This design comes from an exercise in tuning for small area and a short achievable clock period on the open sky130 flow, not from production work. The RTL was checked by simulation tests, not by an equivalence proof against the original design. Power figures rest on the tool's default switching activity, not on a simulated workload.

==> design/flow/design.v <==
`timescale 1ns/1ps
`default_nettype none
module ramPredec (
    input  logic [3:0]  x,
    input  logic        en,
    output logic [15:0] yN
);
    always_comb begin
        for (int j = 0; j < 16; j++) begin
            yN[j] = !(en && (x == 4'(j)));
        end
    end
endmodule
module ramWordSel (
    input  logic [15:0] loN,
    input  logic        hiN,
    output logic [15:0] y
);
    assign y = ~(loN | {16{hiN}});
endmodule
module ramSlice (
    input  logic [255:0] sel,
    input  logic [255:0] d,
    output logic [1:0]   y
);
    logic [85:0] t1;
    logic [21:0] t2;
    logic [5:0]  t3;
    for (genvar k = 0; k < 84; k++) begin : gL1
        ramAoi222 u (.s0(sel[3*k]), .d0(d[3*k]), .s1(sel[3*k+1]), .d1(d[3*k+1]),
                     .s2(sel[3*k+2]), .d2(d[3*k+2]), .y(t1[k]));
    end
    ramAoi22 uL1a (.s0(sel[252]), .d0(d[252]), .s1(sel[253]), .d1(d[253]), .y(t1[84]));
    ramAoi22 uL1b (.s0(sel[254]), .d0(d[254]), .s1(sel[255]), .d1(d[255]), .y(t1[85]));
    for (genvar k = 0; k < 21; k++) begin : gL2
        ramNand4 u (.a(t1[4*k]), .b(t1[4*k+1]), .c(t1[4*k+2]), .d(t1[4*k+3]), .y(t2[k]));
    end
    ramNand2 uL2 (.a(t1[84]), .b(t1[85]), .y(t2[21]));
    for (genvar k = 0; k < 5; k++) begin : gL3
        ramNor4 u (.a(t2[4*k]), .b(t2[4*k+1]), .c(t2[4*k+2]), .d(t2[4*k+3]), .y(t3[k]));
    end
    ramNor2 uL3 (.a(t2[20]), .b(t2[21]), .y(t3[5]));
    ramNand3 uL4a (.a(t3[0]), .b(t3[1]), .c(t3[2]), .y(y[0]));
    ramNand3 uL4b (.a(t3[3]), .b(t3[4]), .c(t3[5]), .y(y[1]));
endmodule
module ramAoi22 (
    input  logic s0, d0, s1, d1,
    output logic y
);
    assign y = ~((s0 & d0) | (s1 & d1));
endmodule
module ramNand2 (
    input  logic a, b,
    output logic y
);
    assign y = ~(a & b);
endmodule
module ramNand3 (
    input  logic a, b, c,
    output logic y
);
    assign y = ~(a & b & c);
endmodule
module ramNor2 (
    input  logic a, b,
    output logic y
);
    assign y = ~(a | b);
endmodule
module ramAoi222 (
    input  logic s0, d0, s1, d1, s2, d2,
    output logic y
);
    assign y = ~((s0 & d0) | (s1 & d1) | (s2 & d2));
endmodule
module ramNand4 (
    input  logic a, b, c, d,
    output logic y
);
    assign y = ~(a & b & c & d);
endmodule
module ramNor4 (
    input  logic a, b, c, d,
    output logic y
);
    assign y = ~(a | b | c | d);
endmodule
module ramMerge (
    input  logic [15:0] p0,
    input  logic [15:0] p1,
    input  logic        sel,
    input  logic [15:0] other,
    output logic [15:0] y
);
    assign y = ((p0 | p1) & {16{sel}}) | other;
endmodule
`default_nettype wire
`timescale 1ns/1ps
`default_nettype none
module sMachine (
    input  logic        clk,
    input  logic        rstN,
    input  logic [15:0] instr,
    output logic [7:0]  pc,
    output logic [15:0] regA,
    output logic [15:0] regB,
    output logic [2:0]  flags
);
    logic [15:0] a, b;
    logic        fz, fn, fc;
    logic [1:0] cls;
    logic [1:0] mOp;
    logic       rs;
    logic [2:0] mode;
    logic [7:0] addr;
    logic [2:0] aOp;
    assign cls  = instr[15:14];
    assign mOp  = instr[13:12];
    assign rs   = instr[11];
    assign mode = instr[10:8];
    assign addr = instr[7:0];
    assign aOp  = instr[14:12];
    logic isMem, isFlg;
    assign isMem = (cls == 2'b00);
    assign isFlg = (cls == 2'b11);
    logic [15:0] selReg;
    logic        storeEn;
    logic        loadRam;
    assign selReg  = rs ? b : a;
    assign storeEn = isMem && (mOp == 2'b01);
    assign loadRam = isMem && (mOp == 2'b00) && !mode[2];
    logic [15:0] ram [256];
    logic [15:0]  rLoN, rHiN, wLoN, wHiN;
    logic [255:0] rSel, wSel;
    ramPredec rLoDec (.x(addr[3:0]), .en(1'b1),    .yN(rLoN));
    ramPredec rHiDec (.x(addr[7:4]), .en(1'b1),    .yN(rHiN));
    ramPredec wLoDec (.x(addr[3:0]), .en(storeEn), .yN(wLoN));
    ramPredec wHiDec (.x(addr[7:4]), .en(1'b1),    .yN(wHiN));
    for (genvar g = 0; g < 16; g++) begin : gWord
        ramWordSel rWs (.loN(rLoN), .hiN(rHiN[g]), .y(rSel[16*g +: 16]));
        ramWordSel wWs (.loN(wLoN), .hiN(wHiN[g]), .y(wSel[16*g +: 16]));
    end
    for (genvar w = 0; w < 256; w++) begin : gRam
        always_ff @(posedge clk) begin
            if (wSel[w]) begin
                ram[w] <= selReg;
            end
        end
    end
    logic [15:0] rdP0, rdP1;
    for (genvar i = 0; i < 16; i++) begin : gRdBit
        logic [255:0] col;
        for (genvar w = 0; w < 256; w++) begin : gCol
            assign col[w] = ram[w][i];
        end
        ramSlice u (.sel(rSel), .d(col), .y({rdP1[i], rdP0[i]}));
    end
    logic        subOp;
    logic        op1B;
    logic [15:0] op1, op2;
    logic [15:0] sum;
    assign subOp = ~isMem & (instr[12] | isFlg);
    assign op1B  = isMem & rs;
    assign op1   = op1B ? b : a;
    assign op2   = isMem ? {8'h00, addr} : (b ^ {16{subOp}});
    logic [15:0] pg, gg;
    logic [15:0] gL [5];
    logic [15:0] pL [5];
    logic [16:0] cy;
    assign pg = op1 ^ op2;
    assign gg = op1 & op2;
    assign gL[0] = {gg[15:1], gg[0] | (pg[0] & subOp)};
    assign pL[0] = pg;
    for (genvar l = 0; l < 4; l++) begin : gKs
        for (genvar i = 0; i < 16; i++) begin : gBit
            if (i >= (1 << l)) begin : gOp
                assign gL[l+1][i] = gL[l][i] | (pL[l][i] & gL[l][i - (1 << l)]);
                assign pL[l+1][i] = pL[l][i] & pL[l][i - (1 << l)];
            end else begin : gPass
                assign gL[l+1][i] = gL[l][i];
                assign pL[l+1][i] = pL[l][i];
            end
        end
    end
    assign cy  = {gL[4], subOp};
    assign sum = pg ^ cy[15:0];
    logic sumZ, arithC;
    assign sumZ   = &(~(pg ^ {op1[14:0] | op2[14:0], subOp}));
    assign arithC = (a[15] & b[15]) | (a[15] & sum[15]) | (b[15] & sum[15]);
    logic [15:0] logicRes;
    always_comb begin
        case (instr[13:12])
            2'b10:   logicRes = a | b;
            2'b11:   logicRes = a & b;
            default: logicRes = a ^ b;
        endcase
    end
    logic [15:0] aOther, bOther, aNext, bNext;
    logic        zNext, nNext, cNext;
    logic        taken;
    logic        loadA, loadB;
    assign loadA = loadRam && !rs;
    assign loadB = loadRam && rs;
    always_comb begin
        if (rs) taken = (|(mode & ~{fz, fn, fc})) || (mode == 3'b111);
        else    taken = (|(mode & {fz, fn, fc})) || (mode == 3'b000);
    end
    always_comb begin
        aOther = a;
        bOther = b;
        zNext  = fz;
        nNext  = fn;
        cNext  = fc;
        case (cls)
            2'b00: begin
                case (mOp)
                    2'b00: begin
                        if (!mode[2]) begin
                            if (rs) bOther = '0; else aOther = '0;
                        end else if (!mode[1]) begin
                            if (rs) bOther = {b[15:8], addr}; else aOther = {a[15:8], addr};
                        end else begin
                            if (rs) bOther = {addr, b[7:0]}; else aOther = {addr, a[7:0]};
                        end
                    end
                    2'b10: begin
                        if (rs) bOther = sum; else aOther = sum;
                        zNext = sumZ;
                        nNext = sum[15];
                    end
                    default: ;
                endcase
            end
            2'b01, 2'b10: begin
                case (aOp)
                    3'b100, 3'b101: begin
                        aOther = sum;
                        zNext  = sumZ;
                        nNext  = sum[15];
                        cNext  = arithC;
                    end
                    3'b110, 3'b111, 3'b000: begin
                        aOther = logicRes;
                        zNext  = (logicRes == 16'd0);
                        nNext  = logicRes[15];
                        cNext  = 1'b0;
                    end
                    3'b001: aOther = {a[0], a[15:1]};
                    3'b010: bOther = a;
                    default: begin
                        aOther = b;
                        bOther = a;
                    end
                endcase
            end
            default: begin
                case (mOp)
                    2'b00: begin
                        zNext = sumZ;
                        nNext = sum[15];
                        cNext = arithC;
                    end
                    2'b01: begin
                        zNext = fz | mode[2];
                        nNext = fn | mode[1];
                        cNext = fc | mode[0];
                    end
                    2'b10: begin
                        zNext = fz & ~mode[2];
                        nNext = fn & ~mode[1];
                        cNext = fc & ~mode[0];
                    end
                    default: begin
                        zNext = 1'b0;
                        nNext = 1'b0;
                        cNext = 1'b0;
                    end
                endcase
            end
        endcase
    end
    logic        loadAR, loadBR;
    logic [15:0] aOtherR, bOtherR;
    assign loadAR  = loadA & rstN;
    assign loadBR  = loadB & rstN;
    assign aOtherR = aOther & {16{rstN}};
    assign bOtherR = bOther & {16{rstN}};
    ramMerge mergeA (.p0(rdP0), .p1(rdP1), .sel(loadAR), .other(aOtherR), .y(aNext));
    ramMerge mergeB (.p0(rdP0), .p1(rdP1), .sel(loadBR), .other(bOtherR), .y(bNext));
    always_ff @(posedge clk) begin
        a <= aNext;
        b <= bNext;
    end
    always_ff @(posedge clk) begin
        if (!rstN) begin
            pc <= '0;
            fz <= 1'b0;
            fn <= 1'b0;
            fc <= 1'b0;
        end else begin
            pc <= (isMem && mOp == 2'b11 && taken) ? addr : pc + 8'd1;
            fz <= zNext;
            fn <= nNext;
            fc <= cNext;
        end
    end
    assign regA  = a;
    assign regB  = b;
    assign flags = {fz, fn, fc};
endmodule
`default_nettype wire
==> design/flow/run.sh <==
#!/bin/bash
# synth_recipe.tcl (not shown) runs the flow's synth.tcl, then flattens the netlist and writes it again
# the make line also repeats each setting of config.mk as NAME=value (left out here)
make -C /OpenROAD-flow-scripts/flow DESIGN_CONFIG=/design/flow/config.mk WORK_HOME=/design/flow/orfs CLKGATE_MAP_FILE= SYNTH_SCRIPT=/design/flow/synth_recipe.tcl finish
==> design/flow/config.mk <==
export PLATFORM = sky130hd
export DESIGN_NAME = sMachine
export DESIGN_NICKNAME = sMachine
export VERILOG_FILES = /design/flow/design.v
export SDC_FILE = /design/flow/constraint.sdc
export NUM_CORES = 4
export LEC_CHECK = 0
export CAP_MARGIN = 20
export CORE_MARGIN = 2
export CORE_UTILIZATION = 55
export SETUP_SLACK_MARGIN = 1.8
export SLEW_MARGIN = 20
export SYNTH_HIERARCHICAL = 1
export SYNTH_MINIMUM_KEEP_SIZE = 0
==> design/flow/constraint.sdc <==
create_clock -name core_clock -period 4.5 [get_ports {clk}]
set_input_delay 0.9000 -clock core_clock [delete_from_list [all_inputs] [get_ports {clk}]]
set_output_delay 0.9000 -clock core_clock [all_outputs]
set_load 0.01 [all_outputs]
==> flow_summary_export.csv <==
group,metric,value,unit
die,fp-row-count,192,
sta,timing.hold.ws,0.403,ns
global_routing,grt_pass1_vias,91218,
die,core-area,273000,sq um
global_routing,grt_overflow_total,0,
setup_path,crit_top_cell,"buf_12",
logic_synthesis,synth_cells,7652,
die,start_util,0.552,
global_routing,grt_max_degree,155,
flow_run,maxCapViolations,0,
power,p_seq_frac,0.537,
power,power.density,419,nW/um^2
routing,vias,96423,
final_layout,fin_nets,10172,
sta,setup_viol,0,
logic_synthesis,synth_seq_cells,4139,
setup_path,cp_num_buf_inv,7,
setup_path,rrSetupSlack,1.22,ns
clocking,cts.hold.buffers_added,0,
clocking,clock-root-buffer,"clkbuf_16",
routing,first_pass_iters,13,
worst_hold_path,hold_path.class,"in -> reg",
clocking,clk_pin_slew,0.07,ns
sta,rsz0062_at_grt,"true",
power,p_int,62.7,mW
sta,fin_skew,0.0665,ns
sta,period_share,0.754,
logic_synthesis,ys.flop_type,"edfxtp_1",
power,p_leak,64.8,nW
final_layout,drive_gt1_frac,0.312,
logic_synthesis,synth-edff-count,4096,
logic_synthesis,seq_area_frac_synth,0.822,
setup_path,cp.arrival,4.23,ns
setup_path,cpPeakStageDelay,0.64,ns
routing,drc_errors,0,
setup_path,startpoint_type,"input pin",
power,p_sw_frac,0.214,
sta,fmax,295,MHz
clocking,cts_sinks,4139,
routing,vias_per_cell,6.87,
logic_synthesis,ys_warn_count,11,
setup_path,path_max_fanout,6,
global_routing,grt_pass1_wl,672000,um
placement,io_buffers,60,
final_layout,layout_common_cells,"edfxtp_1 (4096), buf_4 (1625), a222oi_1 (1347), clkbuf_16 (413), nor2_1 (408)",
setup_path,endpoint_kind,"register",
logic_synthesis,synthesis.area,151000,sq um
clocking,clock_path_buffers,4,
global_routing,grt_util_all_layers,0.339,
sta,tightest_slew,1.22,ns
setup_path,path_class,"in -> reg",
final_layout,final_util,0.697,
die,ioPinCount,61,
logic_synthesis,avgSynthCellArea,19.7,sq um
setup_path,cpMaxStageDelayCell,"nor4_4",
power,peakVddDrop,358,uV
clocking,worstSkewPairLatency,1.00,ns
routing,finalWirelength,482000,um
final_layout,mostFrequentLayoutCell,"edfxtp_1",
global_routing,antenna_found_initial,14,
clocking,cts_tree,"built",
placement,hpwl,302000,um
clocking,htree_levels,5,
sta,relSlewSlack,0.182,
setup_path,critPathTopFamily,"simple AND/OR/NAND/NOR gates",
routing,drtIter0Drc,18334,
run_status,outcome,"timing/DRC/antenna clean",
setup_path,required,5.34,ns
power,pwr-share-clk,0.418,
final_layout,fillers,17422,
logic_synthesis,async_reset_ff_frac,0,
routing,routedWlPerCell,34.4,um
clocking,cts-buffers-inserted,408,
placement,gp_congestion,0.973,
sta,finalMaxSlewViolations,0,
logic_synthesis,synth_cell_types,79,
power,power,79.8,mW
power,p_comb_frac,0.044,
power,switching_power,17.1,mW
setup_path,path_cells,"buf_6 -> buf_12 -> and3b_2 -> nand2_4 -> buf_12 -> buf_12 -> nor2_4 -> buf_12 -> a222oi_1 -> nand4_1 -> nor4_4 -> buf_4 -> nand3_4 -> buf_6 -> o21ai_2 -> nand2b_1",
die,die_area,278000,sq um
die,fp.dieH,527,um
sta,final_hold_viol_count,0,
die,die_x,527,um
sta,period_needed,3.39,ns
final_layout,area_growth,26.4,%
routing,antenna_left,0,
worst paths after layout:
path / from / end / cells past startpoint
setup / recovery: instr[2] / a[15]$_DFF_P_ / 16
hold reg to reg: pc[0]$_SDFF_PN0_ / pc[0]$_SDFF_PN0_ / 1
setup reg to reg: b[0]$_DFF_P_ / b[8]$_DFF_P_ / 17
hold / removal: instr[1] / pc[1]$_SDFF_PN0_ / 4
state kept, by name (all words and copies together), names as in the netlist:
| signal | flops |
|---|---|
| ram | 4096 |
| fz | 1 |
| pc | 8 |
| b | 16 |
| a | 16 |
| fc | 1 |
| fn | 1 |
cells by family (layout without fill, tap and decap cells):
group | after synthesis | after routing | synth area share
xor+xnor | 49 | 49 | 0.00285
simple gates | 1393 | 1393 | 0.0499
fa+ha+maj | 67 | 67 | 0.00566
flops | 4139 | 4139 | 0.822
other cells | 1 | 20 | 0.0000249
mux | 7 | 7 | 0.000465
compound gates | 1784 | 1784 | 0.110
buf+inv | 212 | 2986 | 0.00955
worst min-delay path: cells and delay by family:
kind	cells	cell delay (ns)
buf+inv	2	0.26
mux	1	0.08
simple gates	1	0.08
metrics by stage:
step                      area, sq um  instances  TNS (ns)  setup WS [ns]
after CTS                      189000      13974         0           1.23
after global placement         172000      13015    -17.72         -0.976
after global routing           190000      14028         0           1.13
after detailed placement       172000      13019    -17.92          -1.01
final                          190000      14034         0           1.11
after floorplan                151000       7663         0         0.0827
per-module statistics from Yosys, one instance, submodules excluded, excerpt:
module,cells,copies in the design,flops+latches,cell area (sq um)
sMachine,5062,1,4139,129000
ramNor4,1,80,0,12.5
ramNor2,1,16,0,3.75
ramAoi222,1,1344,0,10.0
ramWordSel,18,32,0,93.8
ramAoi22,1,32,0,12.5
ramMerge,33,2,0,254
ramNand4,1,336,0,6.26
ramNand3,1,32,0,5.00
ramPredec,23,4,0,123
ramNand2,1,16,0,3.75
cell usage after synthesis, types with 32 or more instances:
library cell | number | area (sq um)
nor4_2 | 80 | 1000
nand2_1 | 173 | 649
buf_6 | 35 | 394
a21oi_1 | 64 | 320
inv_1 | 73 | 274
buf_8 | 32 | 480
ha_1 | 65 | 813
xnor2_1 | 38 | 333
o21ai_0 | 144 | 721
edfxtp_1 | 4096 | 123000
nand4_1 | 340 | 2130
nor2_2 | 97 | 607
a222oi_1 | 1347 | 13500
dfxtp_1 | 43 | 861
a22oi_2 | 32 | 400
nor2_1 | 531 | 1990
clkbuf_1 | 51 | 191
nand3_1 | 61 | 305
cell type report:
| type | count | area [sq um] | share of cell area |
|---|---|---|---|
| Clock buffer | 505 | 10700 | 0.0560 |
| Timing Repair Buffer | 2150 | 20800 | 0.109 |
| Antenna cell | 8 | 20.0 | 0.000105 |
| Multi-Input combinational cell | 3312 | 27900 | 0.146 |
| Clock inverter | 255 | 2410 | 0.0127 |
| Inverter | 76 | 294 | 0.00154 |
| Sequential cell | 4139 | 124000 | 0.650 |
| Tap cell | 3589 | 4490 | 0.0236 |
routing by layer:
layer  part of all wire  track usage  wire [um]  vias up
li1                   -            -          -    39476
met1               0.38        0.490     185000    49694
met2               0.45        0.507     217000     6361
met3               0.12       0.0724      58200      884
met4              0.046        0.136      22100        8
met5           0.000083            0         40        -
power groups by stage:
stage	sequential [mW]	clock (mW)	combinational [mW]
finish	42.9	33.4	3.52
global route	42.8	35.1	3.63
CTS	42.8	33.7	3.31
detailed placement	43.7	0	3.07
global placement	43.7	0	3.00
floorplan	43.8	0	1.28
what timing repair did:
action,in CTS,in global routing
setup buffers,182,50
gates cloned,13,1
endpoints found under the hold margin,0,0
pin swaps,258,149
endpoints found under the setup margin,4377,3650
gates resized for setup,544,256

## port drivers added, routing unchanged
How much do the figures lean on ideal ports? The routed layout below was timed once more, with nothing changed but the port constraints.
Step 1: set_driving_cell puts a clkbuf_16 on clk and a buf_2 on each other input, an assumption about the parent block.
Step 2 adds t to the input delays and takes it off the output delays; t is the mean of the earliest and latest rising clock arrival at the registers after step 1. Input paths then give back, and output paths get back, about the clock's delay inside the block.
a / b / c = no drivers / after step 1 / after step 2; a / b = the first two.
t (ns): 1.054
setup WS [ns]: 1.109 / 1.170 / 0.116
pins driven straight from the clock port: 1
After both steps this run still meets setup and hold. The setup slack of this run moves by +0.061 ns with the drivers and by -0.993 ns with both steps.
